Background: an optimization exercise with open tools, aiming at small area. Do not read the settings as production practice. In this exercise RTL edits were held to simulation tests only and were not proved equivalent to the original.

==> wip/lagoon: inputs <==
## conv3x3_engine
module conv3x3_engine (
  input  logic       clk,
  input  logic       rst_n,
  input  logic       pix_valid,
  input  logic       sof,
  input  logic [7:0] w11, w12, w13, w21, w22, w23, w31, w32, w33,
  input  logic       k_we,
  input  logic [3:0] k_addr,
  input  logic [7:0] k_data,
  output logic [7:0] conv_out,
  output logic       conv_valid,
  output logic       frame_done,
  output logic       frame_err,
  output logic       k_err
);
clock: 6.0 ns
lec_check: 0
cap_margin: 20
core_margin: 2
core_utilization: 40
gpl_timing_driven: 0
slew_margin: 20
synth_hierarchical: 1
standard.sh (not shown) runs the stock make flow with config.mk's settings and CLKGATE_MAP_FILE= SYNTH_SCRIPT=/design/flow/synth_recipe.tcl, a recipe that flattens the netlist after the stock synthesis.
==> flow/flow/run.sh <==
#!/bin/bash
# Standard ORFS layout (the standard.sh) with two changes: the port buffers
# are buf_2 cells instead of the default delay-buffer cell, and clock tree
# synthesis uses clkbuf_8 buffers and inserts no dummy loads.
set -euo pipefail
bash standard.sh "BUFFER_PORTS_ARGS=-buffer_cell sky130_fd_sc_hd__buf_2" \
  "CTS_ARGS=-sink_clustering_enable -repair_clock_nets -dont_use_dummy_load -buf_list sky130_fd_sc_hd__clkbuf_8" \
  finish > flow_make.log 2>&1
==> inputs of wip/violet, as changes to wip/lagoon <==
==> flow/flow/run.sh (replaced) <==
#!/bin/bash
# Standard ORFS layout (the standard.sh) with two changes: the port buffers
# are buf_2 cells instead of the default delay-buffer cell, and clock tree
# synthesis uses clkbuf_4 and clkbuf_8 buffers and inserts no dummy loads.
set -euo pipefail
bash standard.sh "BUFFER_PORTS_ARGS=-buffer_cell sky130_fd_sc_hd__buf_2" \
  "CTS_ARGS=-sink_clustering_enable -repair_clock_nets -dont_use_dummy_load -buf_list {sky130_fd_sc_hd__clkbuf_4 sky130_fd_sc_hd__clkbuf_8}" \
  finish > flow_make.log 2>&1
--- a/flow/config.mk
+++ b/flow/config.mk
@@ -10,3 +10,2 @@
 export CORE_UTILIZATION = 40
-export GPL_TIMING_DRIVEN = 0
 export SLEW_MARGIN = 20
==> comparison table <==
	wip/violet	wip/lagoon
Outcome	no timing/DRC/antenna violations	no timing/DRC/antenna violations
Clock skew after layout	28.3 ps	48.5 ps
Multi-input gate share of the layout cell area	0.736	0.739
Timing startpoint of the critical path	u_mac.r1[3]	w33[4]
Tmin final	5810 ps	5880 ps
Required time of the critical path	6410 ps	6390 ps
Peak Freq	172 MHz	170 MHz
Number of non-clock buffers in the layout	139	169
Capture point of the critical path	res_q[2]	u_mac.r1[24]
Topmost layer with routed signal wires	met5	met4
# port buffers	100	22
CP Launch Type	register	primary input
Proportion of layout cells with a drive suffix above 1	0.159	0.0970
Post-placement setup slack	-58.6 ps	-505 ps

---

==> inputs of 05-04 <==
Another version of the RTL of conv3x3_engine (not shown whole).
clock: 6.0 ns
lec_check: 0
cap_margin: 20
core_margin: 2
core_utilization: 40
slew_margin: 20
synth_hierarchical: 1
run.sh (not shown) runs the stock make flow with config.mk's settings and CLKGATE_MAP_FILE= SYNTH_SCRIPT=/design/flow/synth_recipe.tcl, a recipe that flattens the netlist after the stock synthesis.
Stock flow here: none of the scripts above is used.
==> inputs of 02-11, as changes to 05-04 <==
==> flow/flow/run.sh (new file) <==
#!/bin/bash
# Standard ORFS layout (the standard.sh), with the port buffers made from
# buf_2 cells instead of the default delay-buffer cell.
set -euo pipefail
bash standard.sh "BUFFER_PORTS_ARGS=-buffer_cell sky130_fd_sc_hd__buf_2" finish > flow_make.log 2>&1
==> flow/standard.sh (new file) <==
#!/bin/bash
# synth_recipe.tcl (not shown) runs the flow's synth.tcl, then flattens the netlist and writes it again
# the make line also repeats each setting of config.mk as NAME=value (left out here)
make -C /OpenROAD-flow-scripts/flow DESIGN_CONFIG=/design/flow/config.mk WORK_HOME=/design/flow/orfs CLKGATE_MAP_FILE= SYNTH_SCRIPT=/design/flow/synth_recipe.tcl "${@:-finish}"
removed: flow/run.sh
==> metrics.md <==
| Metric | Value |
|---|---|
| Final-layout clock buffer total | `19` |
| Final Worst Setup Slack | `970.1 ps` |
| DP HPWL | `59,300 microns` |
| Status | `no timing/DRC/antenna violations` |
The numbers above come from 02-11.

==> metrics.md <==
| Metric | Value |
|---|---|
| Status | `no timing/DRC/antenna violations` |
| Final-layout clock buffer total | `18` |
| Final Worst Setup Slack | `417.3 ps` |
| Core ar. | `approximately 50,000 sq um` |
| DP HPWL | `60,260 microns` |
| Yosys top cell area share | `a little under three fifths` |
The numbers above come from 05-04.

-- what the ideal ports hide --
How much do the figures lean on ideal ports? The routed layouts below were timed once more, with nothing changed but the port constraints. Step 1 sets driving cells, clkbuf_16 on the clock port and buf_2 on the other inputs (assumed; they add their load-dependent delay and slew). Step 2 adds t to the input delays and takes it off the output delays; t is the mean of the earliest and latest rising clock arrival at the registers after step 1. Input paths then give back, and output paths get back, about the clock's delay inside the block. Slacks: ideal ports / drivers / drivers and shift; pairs: ideal ports / drivers.
| run | t, ns | setup WS [ns] | worst setup path after step 2 | worst slew at a driven data input, ns | pins driven straight from the clock port |
|---|---|---|---|---|---|
| wip/lagoon | 0.572 | 0.119 / 0.133 / -0.438 | input to register | 0.09 | 1 |
| wip/violet | 0.583 | 0.190 / 0.190 / -0.120 | input to register | 0.06 | 1 |
| 05-04 | 0.559 | 0.417 / 0.446 / -0.113 | input to register | 0.06 | 1 |
| 02-11 | 0.528 | 0.970 / 0.980 / 0.453 | input to register | 0.07 | 1 |
Met with ideal ports but missed after step 2: setup timing in wip/lagoon, wip/violet and 05-04. The setup slack of wip/lagoon, which loses most, moves by +0.014 ns with the drivers and by -0.557 ns with both steps.
